Background: an optimization exercise with open tools, aiming at small area, a short achievable clock period and few clock cycles per item. Do not read the settings as production practice. Where RTL was checked, it was by simulation tests only, not by an equivalence proof against the original.

## before
// cos_unit
module cos_unit (
    input  logic        clock,
    input  logic        arst_n,
    input  logic        clk_en,
    input  logic        start,
    input  logic [31:0] dataa,
    output logic [31:0] result,
    output logic        done
);
    logic [31:0] fixed_angle;
    logic [31:0] cos_fixed;
    angle_to_fixed angle_to_fixed_inst (
        .angle       (dataa),
        .fixed_angle (fixed_angle)
    );
    cordic_rotator cordic_rotator_inst (
        .clock       (clock),
        .arst_n      (arst_n),
        .clk_en      (clk_en),
        .start       (start),
        .fixed_angle (fixed_angle),
        .cos_fixed   (cos_fixed),
        .done        (done)
    );
    fixed_to_float fixed_to_float_inst (
        .cos_fixed (cos_fixed),
        .result    (result)
    );
endmodule
==> module cordic_rotator, before the edit <==
module cordic_rotator #(
    parameter int XY_ARCH = 0,
    parameter int Z_ARCH  = 1
) (
    input  logic        clock,
    input  logic        arst_n,
    input  logic        clk_en,
    input  logic        start,
    input  logic [31:0] fixed_angle,
    output logic [31:0] cos_fixed,
    output logic        done
);
    logic        accept;
    logic        busy;
    logic        valid;
    logic        last;
    logic [3:0]  index;     
    logic [3:0]  index_n;   
    logic [15:0] onehot;    
    logic [31:0] x, y, z;
    logic [31:0] xo, yo, yg, xs, ys, at;
    logic        neg;
    logic [31:0] xsum, ysum, zsum;
    assign accept = start & clk_en;
    assign last   = busy & (index == 4'd15);
    assign neg    = z[31];
    always_comb begin
        at = '0;
        for (int k = 0; k < 16; k++) at = at | (onehot[k] ? cordic_pkg::atan_entry(4'(k)) : 32'd0);
    end
    assign yo = neg ? yg : ~yg;
    assign yg = busy ? y : 32'd0;
    assign xo = neg ? ~x : x;
    assign ys = $signed(yo) >>> index;
    assign xs = $signed(xo) >>> (~index_n);
    cpa #(.W(32), .ARCH(XY_ARCH)) x_add (.a(x), .b(ys), .ci(~neg), .s(xsum));
    cpa #(.W(32), .ARCH(XY_ARCH)) y_add (.a(y), .b(xs), .ci(neg),  .s(ysum));
    cpa #(.W(32), .ARCH(Z_ARCH))  z_add (.a(z), .b(neg ? at : ~at), .ci(~neg), .s(zsum));
    always_ff @(posedge clock) begin
        if (accept) begin
            x       <= cordic_pkg::cordic_gain_init;
            y       <= '0;
            z       <= fixed_angle;
            index   <= '0;
            index_n <= '1;
            onehot  <= 16'd1;
        end else begin
            x       <= xsum;
            y       <= ysum;
            z       <= zsum;
            index   <= index + 4'd1;
            index_n <= index_n - 4'd1;
            onehot  <= {onehot[14:0], onehot[15]};
        end
    end
    always_ff @(posedge clock or negedge arst_n) begin
        if (!arst_n) begin
            busy  <= 1'b0;
            valid <= 1'b0;
            done  <= 1'b0;
        end else begin
            if (accept) begin
                busy  <= 1'b1;
                valid <= 1'b0;
            end else if (last) begin
                busy  <= 1'b0;
                valid <= 1'b1;
            end
            if (clk_en) done <= !start && (valid || last);
        end
    end
    assign cos_fixed = x;
endmodule
Settings: LEC_CHECK=0, ABC_AREA=1, CAP_MARGIN=20, CORE_MARGIN=2, CORE_UTILIZATION=60, SETUP_SLACK_MARGIN=4.5, SLEW_MARGIN=20, TNS_END_PERCENT=100; clock period 8.0 ns.
run.sh (not shown) runs the stock make flow with config.mk's settings and CLKGATE_MAP_FILE= SYNTH_SCRIPT=/design/flow/synth_recipe.tcl, a recipe that flattens the netlist after the stock synthesis.
Changes in after relative to before:
-- flow/design.v --
<<< before, line 52
module cordic_rotator #(
    parameter int XY_ARCH = 0,
    parameter int Z_ARCH  = 1
) (
    input  logic        clock,
>>> after, line 52
module cordic_rotator #(
    parameter int XY_ARCH = 0,
    parameter int Z_ARCH  = 0
) (
    input  logic        clock,
<<< before, line 72
    logic [31:0] xo, yo, yg, xs, ys, at;
    logic        neg;
    logic [31:0] xsum, ysum, zsum;
    assign accept = start & clk_en;
>>> after, line 72
    logic [31:0] xo, yo, yg, xs, ys, at;
    logic        neg;
    logic        pos;       
    logic [31:0] xsum, ysum, zsum;
    assign accept = start & clk_en;
<<< before, line 80
        for (int k = 0; k < 16; k++) at = at | (onehot[k] ? cordic_pkg::atan_entry(4'(k)) : 32'd0);
    end
    assign yo = neg ? yg : ~yg;
    assign yg = busy ? y : 32'd0;
    assign xo = neg ? ~x : x;
    assign ys = $signed(yo) >>> index;
    assign xs = $signed(xo) >>> (~index_n);
    cpa #(.W(32), .ARCH(XY_ARCH)) x_add (.a(x), .b(ys), .ci(~neg), .s(xsum));
    cpa #(.W(32), .ARCH(XY_ARCH)) y_add (.a(y), .b(xs), .ci(neg),  .s(ysum));
    cpa #(.W(32), .ARCH(Z_ARCH))  z_add (.a(z), .b(neg ? at : ~at), .ci(~neg), .s(zsum));
    always_ff @(posedge clock) begin
>>> after, line 81
        for (int k = 0; k < 16; k++) at = at | (onehot[k] ? cordic_pkg::atan_entry(4'(k)) : 32'd0);
    end
    assign yo = pos ? ~yg : yg;
    assign yg = busy ? y : 32'd0;
    assign xo = pos ? x : ~x;
    assign ys = $signed(yo) >>> index;
    assign xs = $signed(xo) >>> (~index_n);
    cpa #(.W(32), .ARCH(XY_ARCH)) x_add (.a(x), .b(ys), .ci(pos), .s(xsum));
    cpa #(.W(32), .ARCH(XY_ARCH)) y_add (.a(y), .b(xs), .ci(~pos), .s(ysum));
    cpa #(.W(32), .ARCH(Z_ARCH))  z_add (.a(z), .b(neg ? at : ~at), .ci(~neg), .s(zsum));
    always_ff @(posedge clock) begin
<<< before, line 93
            y       <= '0;
            z       <= fixed_angle;
            index   <= '0;
            index_n <= '1;
>>> after, line 94
            y       <= '0;
            z       <= fixed_angle;
            pos     <= ~fixed_angle[31];
            index   <= '0;
            index_n <= '1;
<<< before, line 100
            y       <= ysum;
            z       <= zsum;
            index   <= index + 4'd1;
            index_n <= index_n - 4'd1;
>>> after, line 102
            y       <= ysum;
            z       <= zsum;
            pos     <= ~zsum[31];
            index   <= index + 4'd1;
            index_n <= index_n - 4'd1;
### Flow results
Per the comparison of after with before, buffers plus inverters on the worst setup path went down, worst path arrival time fell 2.03 ns, final-layout worst hold slack decreased by 0.0074 ns relative to the old numbers, synthesized instance count has increased. Routed wire length: after higher than before. Summary of after over before: routed wire length on met2 has increased, number of distinct standard cells referenced by the synthesized netlist has decreased, global-route usage has increased. Relative to before, post-route fraction of the period consumed by the critical path has gone down in after. For the largest fanout of any net on the critical path, after came in 1 higher than before did. Higher path length in cells of the critical path goes to before over after. Min worst setup margin across after and before: before.
No run of this note included a check of the RTL's function; only the layout flow was run.


Another version of the RTL of cos_unit (not shown whole).
Size: ~140 flip-flops, roughly 17000 um2 of cells after synthesis.
==> module angle_to_fixed, before the edit <==
module angle_to_fixed (
    input  logic [31:0] angle,
    output logic [31:0] fixed_angle,
    output logic [5:0]  dsel
);
    logic [31:0] aligned;
    logic        in_range, in_a, in_b;
    logic [30:0] w;
    logic [2:0]  ge_a;
    logic [2:0]  ge_b;
    assign aligned     = {1'b1, angle[22:0], 8'b0};
    assign in_range    = (angle[30:28] == 3'b011);
    assign fixed_angle = in_range ? (aligned >> (~angle[27:23])) : 32'd0;
    assign w    = angle[30:0];
    assign in_b = (angle[30:23] == 8'd127);
    assign in_a = in_range & !in_b;
    assign ge_a[0] = 1'b1;
    assign ge_a[1] = (w >= 31'h3ea4bc7e);
    assign ge_a[2] = (w >= 31'h3f490fdb);
    assign ge_b[0] = 1'b1;
    assign ge_b[1] = (w[22:0] >= 23'h1b7813);
    assign ge_b[2] = (w[22:0] >= 23'h56d0e1);
    assign dsel[0] = (in_b & ge_b[0] & !ge_b[1]);   
    assign dsel[1] = (in_b & ge_b[1] & !ge_b[2]);   
    assign dsel[2] = (in_b & ge_b[2]);   
    assign dsel[3] = (in_a & ge_a[0] & !ge_a[1]) | !in_range;   
    assign dsel[4] = (in_a & ge_a[1] & !ge_a[2]);   
    assign dsel[5] = (in_a & ge_a[2]);   
endmodule
==> module preload_tables, before the edit <==
module preload_tables (
    input  logic [5:0]  dsel,
    output logic [31:0] x_pre,
    output logic [31:0] y_pre,
    output logic [31:0] offset
);
    always_comb begin
        x_pre  = '0;
        y_pre  = '0;
        offset = '0;
        if (dsel[0]) begin x_pre = x_pre | 32'h440327fa; y_pre = y_pre | 32'h951f9c9c; offset = offset | 32'h80854562; end
        if (dsel[1]) begin x_pre = x_pre | 32'h6ae06363; y_pre = y_pre | 32'hbbfcd807; offset = offset | 32'h488a9540; end
        if (dsel[2]) begin x_pre = x_pre | 32'h7e4f0119; y_pre = y_pre | 32'hf648b125; offset = offset | 32'h09d3a94e; end
        if (dsel[3]) begin x_pre = x_pre | 32'h7e4f0118; y_pre = y_pre | 32'h09b74edb; offset = offset | 32'hf62c56b2; end
        if (dsel[4]) begin x_pre = x_pre | 32'h6ae06364; y_pre = y_pre | 32'h440327f9; offset = offset | 32'hb7756ac0; end
        if (dsel[5]) begin x_pre = x_pre | 32'h440327f9; y_pre = y_pre | 32'h6ae06364; offset = offset | 32'h7f7aba9e; end
    end
endmodule
==> module cordic_rotator, before the edit <==
module cordic_rotator #(
    parameter int M       = 4,
    parameter int N       = 10,    
    parameter int XY_ARCH = 0,
    parameter int Z_ARCH  = 0
) (
    input  logic         clock,
    input  logic         arst_n,
    input  logic         clk_en,
    input  logic         start,
    input  logic [31:0]  fixed_angle,
    input  logic [N-1:0] dsel,
    output logic [31:0]  cos_fixed,
    output logic         done
);
    localparam int ZW = 33 - M;
    logic         accept;
    logic         busy;
    logic         valid;
    logic         last;
    logic         first;     
    logic [N-1:0] sel;
    logic [3:0]   index;     
    logic [3:0]   index_n;   
    logic [3:0]   index_h;   
    logic [3:0]   index_hn;  
    logic [15-M:0] onehot;
    logic [31:0]   x, y;
    logic [ZW-1:0] z, at, zo, zsum;
    logic [31:0]   xa, ya, xs, ys;
    logic [31:0]   x_pre, y_pre, offset;
    logic          neg;
    logic          pos;      
    logic          negy;     
    logic [31:0]   xt, yt, xsum, ysum;
    assign accept = start & clk_en;
    assign last   = busy & !first & (index == 4'd15);
    assign neg    = z[ZW-1];
    always_comb begin
        at = '0;
        for (int k = 0; k <= 15 - M; k++) at = at | (onehot[k] ? ZW'(cordic_pkg::atan_entry(4'(M + k))) : ZW'(0));
    end
    preload_tables preload_tables_inst (.dsel(sel), .x_pre(x_pre), .y_pre(y_pre), .offset(offset));
    assign ys = shift_right(y, y[31], index, index_h);
    assign xs = shift_right(first ? 32'd0 : x, 1'b0, ~index_n, ~index_hn);
    assign xa = first ? x_pre : (pos ? ~x : x);
    assign ya = first ? y_pre : (negy ? ~y : y);
    assign zo = first ? offset[ZW-1:0] : (neg ? at : ~at);
    cpa #(.W(32), .ARCH(XY_ARCH)) x_add (.a(xa), .b(ys), .ci(1'b0), .s(xt));
    cpa #(.W(32), .ARCH(XY_ARCH)) y_add (.a(ya), .b(xs), .ci(1'b0), .s(yt));
    cpa #(.W(ZW), .ARCH(Z_ARCH))  z_add (.a(z), .b(zo), .ci(!first && !neg), .s(zsum));
    assign xsum = pos ? ~xt : xt;
    assign ysum = negy ? ~yt : yt;
    function automatic logic [31:0] shift_right(input logic [31:0] v, input logic fill,
                                                 input logic [3:0] sa, input logic [3:0] sb);
        logic [31:0] t;
        logic [62:0] e;
        t = v;
        for (int l = 3; l >= 0; l--) begin
            e = {{31{fill}}, t};
            for (int j = 0; j < 32; j++)
                t[j] = ((j >= 16) ? sa[l] : sb[l]) ? e[j + (1 << l)] : e[j];
        end
        shift_right = t;
    endfunction
    always_ff @(posedge clock) begin
        if (accept) begin
            z        <= fixed_angle[ZW-1:0];
            pos      <= 1'b0;
            negy     <= 1'b0;
            sel      <= dsel;
            first    <= 1'b1;
            index    <= 4'(M - 1);
            index_n  <= 4'(15 - (M - 1));
            index_h  <= 4'(M - 1);
            index_hn <= 4'(15 - (M - 1));
            onehot   <= '0;
        end else begin
            z        <= zsum;
            pos      <= ~zsum[ZW-1];
            negy     <= zsum[ZW-1];
            first    <= 1'b0;
            index    <= index + 4'd1;
            index_n  <= index_n - 4'd1;
            if (busy) begin
                index_h  <= index_h + 4'd1;
                index_hn <= index_hn - 4'd1;
            end
            onehot   <= {onehot[14-M:0], first};
        end
        x <= xsum;
        y <= (busy && !accept && !last) ? ysum : 32'd0;
    end
    always_ff @(posedge clock or negedge arst_n) begin
        if (!arst_n) begin
            busy  <= 1'b0;
            valid <= 1'b0;
            done  <= 1'b0;
        end else begin
            if (accept) begin
                busy  <= 1'b1;
                valid <= 1'b0;
            end else if (last) begin
                busy  <= 1'b0;
                valid <= 1'b1;
            end
            if (clk_en) done <= !start && (valid || last);
        end
    end
    assign cos_fixed = x;
endmodule
==> module cos_unit, before the edit <==
module cos_unit (
    input  logic        clock,
    input  logic        arst_n,
    input  logic        clk_en,
    input  logic        start,
    input  logic [31:0] dataa,
    output logic [31:0] result,
    output logic        done
);
    localparam int M = 3;
    localparam int N = 6;
    logic [31:0]  fixed_angle;
    logic [N-1:0] dsel;
    logic [31:0]  cos_fixed;
    angle_to_fixed angle_to_fixed_inst (
        .angle       (dataa),
        .fixed_angle (fixed_angle),
        .dsel        (dsel)
    );
    cordic_rotator #(.M(M), .N(N)) cordic_rotator_inst (
        .clock       (clock),
        .arst_n      (arst_n),
        .clk_en      (clk_en),
        .start       (start),
        .fixed_angle (fixed_angle),
        .dsel        (dsel),
        .cos_fixed   (cos_fixed),
        .done        (done)
    );
    fixed_to_float fixed_to_float_inst (
        .cos_fixed (cos_fixed),
        .result    (result)
    );
endmodule
clock: 8.0 ns
lec_check: 0
abc_area: 1
cap_margin: 20
core_margin: 2
core_utilization: 45
setup_slack_margin: 4.8
slew_margin: 20
tns_end_percent: 100
standard.sh (not shown) runs the stock make flow with config.mk's settings and CLKGATE_MAP_FILE= SYNTH_SCRIPT=/design/flow/synth_recipe.tcl, a recipe that flattens the netlist after the stock synthesis.
==> flow/flow/run.sh <==
#!/bin/bash
# Standard layout, but the port buffers are buf_2 cells instead of the delay
# buffers buffer_ports picks by default. Full tool output goes to standard_flow.log.
set -euo pipefail
bash standard.sh "BUFFER_PORTS_ARGS=-buffer_cell sky130_fd_sc_hd__buf_2" finish > standard_flow.log 2>&1
Edit:
--- a/flow/design.v
+++ b/flow/design.v
@@ -39,50 +39,62 @@
 `default_nettype none
 module angle_to_fixed (
     input  logic [31:0] angle,
     output logic [31:0] fixed_angle,
-    output logic [5:0]  dsel
+    output logic [9:0]  dsel
 );
     logic [31:0] aligned;
     logic        in_range, in_a, in_b;
     logic [30:0] w;
-    logic [2:0]  ge_a;
-    logic [2:0]  ge_b;
+    logic [4:0]  ge_a;
+    logic [4:0]  ge_b;
     assign aligned     = {1'b1, angle[22:0], 8'b0};
     assign in_range    = (angle[30:28] == 3'b011);
     assign fixed_angle = in_range ? (aligned >> (~angle[27:23])) : 32'd0;
     assign w    = angle[30:0];
     assign in_b = (angle[30:23] == 8'd127);
     assign in_a = in_range & !in_b;
     assign ge_a[0] = 1'b1;
-    assign ge_a[1] = (w >= 31'h3ea4bc7e);
-    assign ge_a[2] = (w >= 31'h3f490fdb);
+    assign ge_a[1] = (w >= 31'h3d9d3a95);
+    assign ge_a[2] = (w >= 31'h3ea4bc7e);
+    assign ge_a[3] = (w >= 31'h3f11152b);
+    assign ge_a[4] = (w >= 31'h3f490fdb);
     assign ge_b[0] = 1'b1;
     assign ge_b[1] = (w[22:0] >= 23'h1b7813);
-    assign ge_b[2] = (w[22:0] >= 23'h56d0e1);
+    assign ge_b[2] = (w[22:0] >= 23'h37756b);
+    assign ge_b[3] = (w[22:0] >= 23'h56d0e1);
+    assign ge_b[4] = (w[22:0] >= 23'h762c57);
     assign dsel[0] = (in_b & ge_b[0] & !ge_b[1]);   
     assign dsel[1] = (in_b & ge_b[1] & !ge_b[2]);   
-    assign dsel[2] = (in_b & ge_b[2]);   
-    assign dsel[3] = (in_a & ge_a[0] & !ge_a[1]) | !in_range;   
-    assign dsel[4] = (in_a & ge_a[1] & !ge_a[2]);   
-    assign dsel[5] = (in_a & ge_a[2]);   
+    assign dsel[2] = (in_b & ge_b[2] & !ge_b[3]);   
+    assign dsel[3] = (in_b & ge_b[3] & !ge_b[4]);   
+    assign dsel[4] = (in_b & ge_b[4]);   
+    assign dsel[5] = (in_a & ge_a[0] & !ge_a[1]) | !in_range;   
+    assign dsel[6] = (in_a & ge_a[1] & !ge_a[2]);   
+    assign dsel[7] = (in_a & ge_a[2] & !ge_a[3]);   
+    assign dsel[8] = (in_a & ge_a[3] & !ge_a[4]);   
+    assign dsel[9] = (in_a & ge_a[4]);   
 endmodule
 module preload_tables (
-    input  logic [5:0]  dsel,
+    input  logic [9:0]  dsel,
     output logic [31:0] x_pre,
     output logic [31:0] y_pre,
     output logic [31:0] offset
 );
     always_comb begin
         x_pre  = '0;
         y_pre  = '0;
         offset = '0;
-        if (dsel[0]) begin x_pre = x_pre | 32'h440327fa; y_pre = y_pre | 32'h951f9c9c; offset = offset | 32'h80854562; end
-        if (dsel[1]) begin x_pre = x_pre | 32'h6ae06363; y_pre = y_pre | 32'hbbfcd807; offset = offset | 32'h488a9540; end
-        if (dsel[2]) begin x_pre = x_pre | 32'h7e4f0119; y_pre = y_pre | 32'hf648b125; offset = offset | 32'h09d3a94e; end
-        if (dsel[3]) begin x_pre = x_pre | 32'h7e4f0118; y_pre = y_pre | 32'h09b74edb; offset = offset | 32'hf62c56b2; end
-        if (dsel[4]) begin x_pre = x_pre | 32'h6ae06364; y_pre = y_pre | 32'h440327f9; offset = offset | 32'hb7756ac0; end
-        if (dsel[5]) begin x_pre = x_pre | 32'h440327f9; y_pre = y_pre | 32'h6ae06364; offset = offset | 32'h7f7aba9e; end
+        if (dsel[0]) begin x_pre = x_pre | 32'h515f3467; y_pre = y_pre | 32'h9da0019b; offset = offset | 32'h709a6815; end
+        if (dsel[1]) begin x_pre = x_pre | 32'h625ffe63; y_pre = y_pre | 32'haea0cb9b; offset = offset | 32'h5875728d; end
+        if (dsel[2]) begin x_pre = x_pre | 32'h7360c863; y_pre = y_pre | 32'hc958e473; offset = offset | 32'h389fb7f3; end
+        if (dsel[3]) begin x_pre = x_pre | 32'h7d18173d; y_pre = y_pre | 32'he67ed102; offset = offset | 32'h19be869b; end
+        if (dsel[4]) begin x_pre = x_pre | 32'h7f85eaf5; y_pre = y_pre | 32'h06129148; offset = offset | 32'hf9e8cc01; end
+        if (dsel[5]) begin x_pre = x_pre | 32'h7f85eaf3; y_pre = y_pre | 32'hf9ed6eb8; offset = offset | 32'h061733ff; end
+        if (dsel[6]) begin x_pre = x_pre | 32'h7d18173d; y_pre = y_pre | 32'h19812efe; offset = offset | 32'he6417965; end
+        if (dsel[7]) begin x_pre = x_pre | 32'h7360c863; y_pre = y_pre | 32'h36a71b8d; offset = offset | 32'hc760480d; end
+        if (dsel[8]) begin x_pre = x_pre | 32'h625ffe65; y_pre = y_pre | 32'h515f3465; offset = offset | 32'ha78a8d73; end
+        if (dsel[9]) begin x_pre = x_pre | 32'h515f3465; y_pre = y_pre | 32'h625ffe65; offset = offset | 32'h8f6597eb; end
     end
 endmodule
 `default_nettype wire
 `default_nettype none
@@ -100,9 +112,9 @@
     input  logic [N-1:0] dsel,
     output logic [31:0]  cos_fixed,
     output logic         done
 );
-    localparam int ZW = 33 - M;
+    localparam int ZW = 29;
     logic         accept;
     logic         busy;
     logic         valid;
     logic         last;
@@ -264,10 +276,10 @@
     input  logic [31:0] dataa,
     output logic [31:0] result,
     output logic        done
 );
-    localparam int M = 3;
-    localparam int N = 6;
+    localparam int M = 4;
+    localparam int N = 10;
     logic [31:0]  fixed_angle;
     logic [N-1:0] dsel;
     logic [31:0]  cos_fixed;
     angle_to_fixed angle_to_fixed_inst (
The new run completed with no timing, DRC or antenna violations.
Maximum frequency climbs by 1.2%.
Final area climbs by 1.8%.
Count of clock-buffer cells in the layout drops by 2.
Final cell count climbs by 3.6%.
Wire length climbs by 4.4%.
Register-to-register slack improves by 0.02 ns.
Testbench counts after the change, summed over its fixed seeds: cycles 7,168, items 512.
For the first run of this note, only the layout was checked, not whether the RTL still works.

[separate check: timing with driven ports]
In the flow no input, the clock included, has a driving cell. The finished layouts below were timed again as built, in two steps.
Step 1 assumes that a clkbuf_16 drives the clock port and a buf_2 every other input.
Step 2 times the ports against the registers' clock, not the clock port: input delays grow and output delays shrink by t, the midpoint of the rising clock arrivals with the driver on.
Three values: ideal ports, drivers, drivers and shift; two values: the first two.
| run | t, ns | setup slack, ns | worst setup path at the end |
|---|---|---|---|
| before | 0.488 | 4.464 / 4.464 / 4.249 | input to register |
| after | 0.484 | 4.555 / 4.501 / 4.142 | input to register |
| the first run of note 2 | 0.556 | 4.876 / 4.892 / 4.357 | input to register |
| the second run of note 2 | 0.530 | 4.912 / 4.875 / 4.419 | input to register |
After both steps setup and hold are still met in every run listed. The setup slack of the first run of note 2, which loses most, moves by +0.016 ns with the drivers and by -0.519 ns with both steps.
